What follows belongs to an exercise in optimizing a design on an open flow for small area and a short achievable clock period; a production flow would make more cautious choices. At most, simulation tests tie the RTL to the original design; equivalence was not proved. Power and IR drop assume default switching activity.

==> v27: inputs <==
// adder_tree_25
module adder_tree_25 (
    input  logic         clk,
    input  logic         rst,
    input  logic         in_valid,
    input  logic [399:0] in_data,
    output logic         res_valid,
    output logic [15:0]  res
);
==> flow/config.mk <==
export PLATFORM = sky130hd
export DESIGN_NAME = adder_tree_25
export DESIGN_NICKNAME = adder_tree_25
export VERILOG_FILES = /design/flow/design.v
export SDC_FILE = /design/flow/constraint.sdc
export NUM_CORES = 4
export LEC_CHECK = 0
export CAP_MARGIN = 20
export CORE_MARGIN = 2
export CORE_UTILIZATION = 40
export CTS_BUF_LIST = sky130_fd_sc_hd__clkbuf_8
export CTS_CLUSTER_DIAMETER = 50
export CTS_CLUSTER_SIZE = 14
export SETUP_SLACK_MARGIN = 1.2
export SLEW_MARGIN = 20
==> flow/constraint.sdc <==
create_clock -name core_clock -period 3.0 [get_ports {clk}]
set_input_delay 0.6000 -clock core_clock [delete_from_list [all_inputs] [get_ports {clk}]]
set_output_delay 0.6000 -clock core_clock [all_outputs]
set_load 0.01 [all_outputs]
standard.sh (not shown) runs the stock make flow with config.mk's settings and CLKGATE_MAP_FILE= SYNTH_SCRIPT=/design/flow/synth_recipe.tcl, a recipe that flattens the netlist after the stock synthesis.
==> flow/flow/run.sh <==
#!/bin/bash
# Own layout flow: the standard flow (standard.sh) with two changes.
#  1. After the standard synthesis, fapol.py re-chooses the polarity of the
#     full-adder cells so that the inverters extract_fa leaves around them go;
#     a Yosys equivalence proof against the standard netlist must pass, else
#     the standard netlist is kept.
#  2. Port buffers are sky130_fd_sc_hd__buf_1 (every port still gets one).
# Each tool writes its full output to a log file of its own in this folder.
set -uo pipefail
export BUFFER_PORTS_ARGS="-buffer_cell sky130_fd_sc_hd__buf_1"
HERE=$(pwd)
bash standard.sh synth > synth.log 2>&1 || exit 1
NET=$HERE/orfs/results/sky130hd/adder_tree_25/base/1_2_yosys.v
cp "$NET" "$HERE/netlist_standard.v"
if python3 "$HERE/flow/fapol.py" "$HERE/netlist_standard.v" "$HERE/netlist_fapol.v" > fapol.log 2>&1; then
  cat > equiv.ys <<EOT
read_liberty -ignore_miss_func $FLOW_HOME/platforms/sky130hd/lib/sky130_fd_sc_hd__tt_025C_1v80.lib
read_verilog $HERE/netlist_standard.v
rename $FLOW_TOP gold
read_verilog $HERE/netlist_fapol.v
rename $FLOW_TOP gate
setattr -mod -unset top gold gate
flatten gold gate
rename -hide gold/w:_* gate/w:_*
equiv_make gold gate eq
hierarchy -top eq
equiv_simple -seq 0
equiv_induct
equiv_status -assert
EOT
  if yosys -s equiv.ys > equiv.log 2>&1; then
    cp "$HERE/netlist_fapol.v" "$NET"
    touch "$NET"
    echo "fapol netlist used" >> fapol.log
  else
    echo "equivalence failed: standard netlist kept" >> fapol.log
  fi
fi
bash standard.sh finish > finish.log 2>&1
Other scripts of this flow, unchanged in this note and not shown: flow/flow/fapol.py
==> v35 (differences from v27) <==
CORE_UTILIZATION = 75   (was 40)
CTS_BUF_LIST = not set   (was sky130_fd_sc_hd__clkbuf_8)
CTS_CLUSTER_DIAMETER = not set   (was 50)
CTS_CLUSTER_SIZE = not set   (was 14)
SETUP_SLACK_MARGIN = 1.1   (was 1.2)
==> summary of the runs <==
v27 passed the timing, DRC and antenna checks. v35 died in clock tree synthesis with DPL-0033. Synthesized area is the same in v35 and v27. Synthesized cell count is the same in v27 and v35.

---

==> inputs of v15 <==
Another version of the RTL of adder_tree_25 (not shown whole).
==> flow/design.v (excerpt) <==
module adder_tree_25 (
    input  logic         clk,
    input  logic         rst,
    input  logic         in_valid,
    input  logic [399:0] in_data,
    output logic         res_valid,
    output logic [15:0]  res
);
Settings: LEC_CHECK=0, ABC_CLOCK_PERIOD_IN_PS=1000, CAP_MARGIN=20, CORE_MARGIN=2, CORE_UTILIZATION=60, SLEW_MARGIN=20; clock period 3.0 ns.
Scripts as last shown in full above: flow/flow/run.sh
Other scripts of this flow, unchanged in this note and not shown: flow/flow/fapol.py
==> v22: changes against v15 <==
--- a/flow/design.v
+++ b/flow/design.v
@@ -838,12 +838,14 @@
     wire s693;
     wire c694;
     wire s695;
     wire c696;
     wire s697;
     logic [15:0] row_a, row_b;
+    logic [8:0] lo_sum, lo_q;
+    logic [7:0] hi_a_q, hi_b_q;
     logic [15:0] sum;
     assign s1 = in_data[0] ^ in_data[16] ^ in_data[32];
     assign c2 = (in_data[0] & in_data[16]) | (in_data[0] & in_data[32]) | (in_data[16] & in_data[32]);
     assign s3 = in_data[48] ^ in_data[64] ^ in_data[80];
     assign c4 = (in_data[48] & in_data[64]) | (in_data[48] & in_data[80]) | (in_data[64] & in_data[80]);
     assign s5 = in_data[96] ^ in_data[112] ^ in_data[128];
@@ -1516,13 +1518,14 @@
     assign c694 = (p2_c13_0 & p2_c13_1) | (p2_c13_0 & p2_c13_2) | (p2_c13_1 & p2_c13_2);
     assign s695 = p2_c14_0 ^ p2_c14_1 ^ p2_c14_2;
     assign c696 = (p2_c14_0 & p2_c14_1) | (p2_c14_0 & p2_c14_2) | (p2_c14_1 & p2_c14_2);
     assign s697 = p2_c15_0 ^ p2_c15_1 ^ p2_c15_2;
     assign row_a = {c696, c694, c692, c690, c688, c686, c684, c682, c680, c678, c676, s675, p2_c3_0, p2_c2_0, p2_c1_0, p2_c0_0};
     assign row_b = {s697, s695, s693, s691, s689, s687, s685, s683, s681, s679, s677, 1'b0, p2_c3_1, 1'b0, 1'b0, 1'b0};
-    assign sum = row_a + row_b;
+    assign lo_sum = {1'b0, row_a[7:0]} + {1'b0, row_b[7:0]};
+    assign sum = {hi_a_q + hi_b_q + {7'd0, lo_q[8]}, lo_q[7:0]};
     always_ff @(posedge clk) begin
         p1_c0_0 <= s413;
         p1_c1_0 <= s271;
         p1_c1_1 <= c414;
         p1_c1_2 <= s415;
         p1_c1_3 <= s417;
@@ -1676,27 +1679,30 @@
         p2_c14_0 <= s641;
         p2_c14_1 <= c670;
         p2_c14_2 <= s671;
         p2_c15_0 <= s645;
         p2_c15_1 <= c672;
         p2_c15_2 <= s673;
+        lo_q <= lo_sum;
+        hi_a_q <= row_a[15:8];
+        hi_b_q <= row_b[15:8];
     end
-    logic [1:0] vpipe;
+    logic [2:0] vpipe;
     always_ff @(posedge clk) begin
         if (!rst) begin
             vpipe <= '0;
         end else begin
-            vpipe <= {vpipe[0:0], in_valid};
+            vpipe <= {vpipe[1:0], in_valid};
         end
     end
     always_ff @(posedge clk) begin
         if (!rst) begin
             res_valid <= 1'b0;
             res       <= '0;
         end else begin
-            res_valid <= vpipe[1];
-            if (vpipe[1]) begin
+            res_valid <= vpipe[2];
+            if (vpipe[2]) begin
                 res <= sum;
             end
         end
     end
 endmodule
- ABC_CLOCK_PERIOD_IN_PS: 1000 -> default
- CORE_UTILIZATION: 60 -> 40
- SETUP_SLACK_MARGIN: default -> 0.8
==> comparison <==
Of v22 and v15, v22 has the higher critical path depth (gap 1). Final cell count: v22 is higher than v15 (about 13%). Clock-buffer cell count: v15 is lower than v22 (13). Between v22 and v15, the lower non-clock buffer count is in v15 (gap 1). Against v15, the flip-flop and latch count of v22 is higher by 26. Total power: v22 is lower than v15 (6.6%). Of v15 and v22, v22 has the higher sequential power (gap about 13%, measured against v22). In v15 the register-to-register slack is worse than in v22, by 410 ps. Against v15, the combinational power of v22 is smaller by 25%. Cell area: v15 is smaller than v22 (about 5%). Between v22 and v15, the lower wire length is in v22 (gap 1.6%, measured against v15).
==> figures <==
Run status: v22 finished clean; v15 finished clean
Met3 wire length: v22 1221 um; v15 1197 um
Number of buffers other than clock buffers in the final layout: v22 421; v15 420
Count of inverters other than clock inverters in the layout: v22 13; v15 14
Final cell utilization of the core: v22 50.38%; v15 74.06%
Fraction of area in multi-input gates: v22 52.47%; v15 55.95%
Global-route wire length before repair: v22 38,340 um; v15 36,920 um
Final clock-cell share: v22 4.902%; v15 4.310%
Buffer share of cell area: v22 10.95%; v15 11.48%
Share of cells above drive strength 1: v22 3.183%; v15 3.333%
Maximum operating frequency: v22 487.1 MHz; v15 405.8 MHz
Tapcell Cnt: v22 384; v15 234
Number of global-route vias before repair: v22 7,811; v15 7,647
Inserted Clock Buffers: v22 22; v15 17
Total number of placement rows: v22 62; v15 50
Core footprint: v22 28,780 um^2; v15 18,580 um^2
Number of design-rule violations left by the first detailed-router iteration: v22 140; v15 159
Vias: v22 6,517; v15 6,507
Number of sinks on the clock net: v22 203; v15 177
Clock latency (worst-skew pair): v22 500 ps; v15 420 ps
Transition time at the pin with the least slew margin: v22 541.0 ps; v15 591.5 ps
Syn Inst Count: v22 676; v15 661
WP buf/inv: v22 1; v15 0
No functional check of the RTL was part of any run of this note.

[afterwards: timing with drivers on the ports]
No port has a modelled driver above. Below, the same layouts with a new extraction and two added sets of constraints. Step 1, drivers: a clkbuf_16 drives clk and a buf_2 each remaining input, both assumed. Step 2 moves the port delays by t, midway between the first and last clock arrival at a register: inputs arrive t later, outputs are due t later. That takes back most of the time a late clock gives input paths. Slacks: ideal / step 1 / step 2; pairs: ideal / step 1.
run	t, ns	setup WS [ns]	slew at the worst register clock pin (ns)	worst slew at a driven data input, ns	pins driven straight from the clock port
v27	0.565	1.056 / 1.056 / 0.605	0.09 / 0.09	0.05	1
v15	0.468	0.536 / 0.536 / 0.536	0.07 / 0.07	0.06	1
v22	0.542	0.947 / 0.947 / 0.622	0.06 / 0.06	0.07	1
After both steps setup and hold are still met in every run listed. The setup slack of v27, which loses most, moves by 0.000 ns with the drivers and by -0.451 ns with both steps.
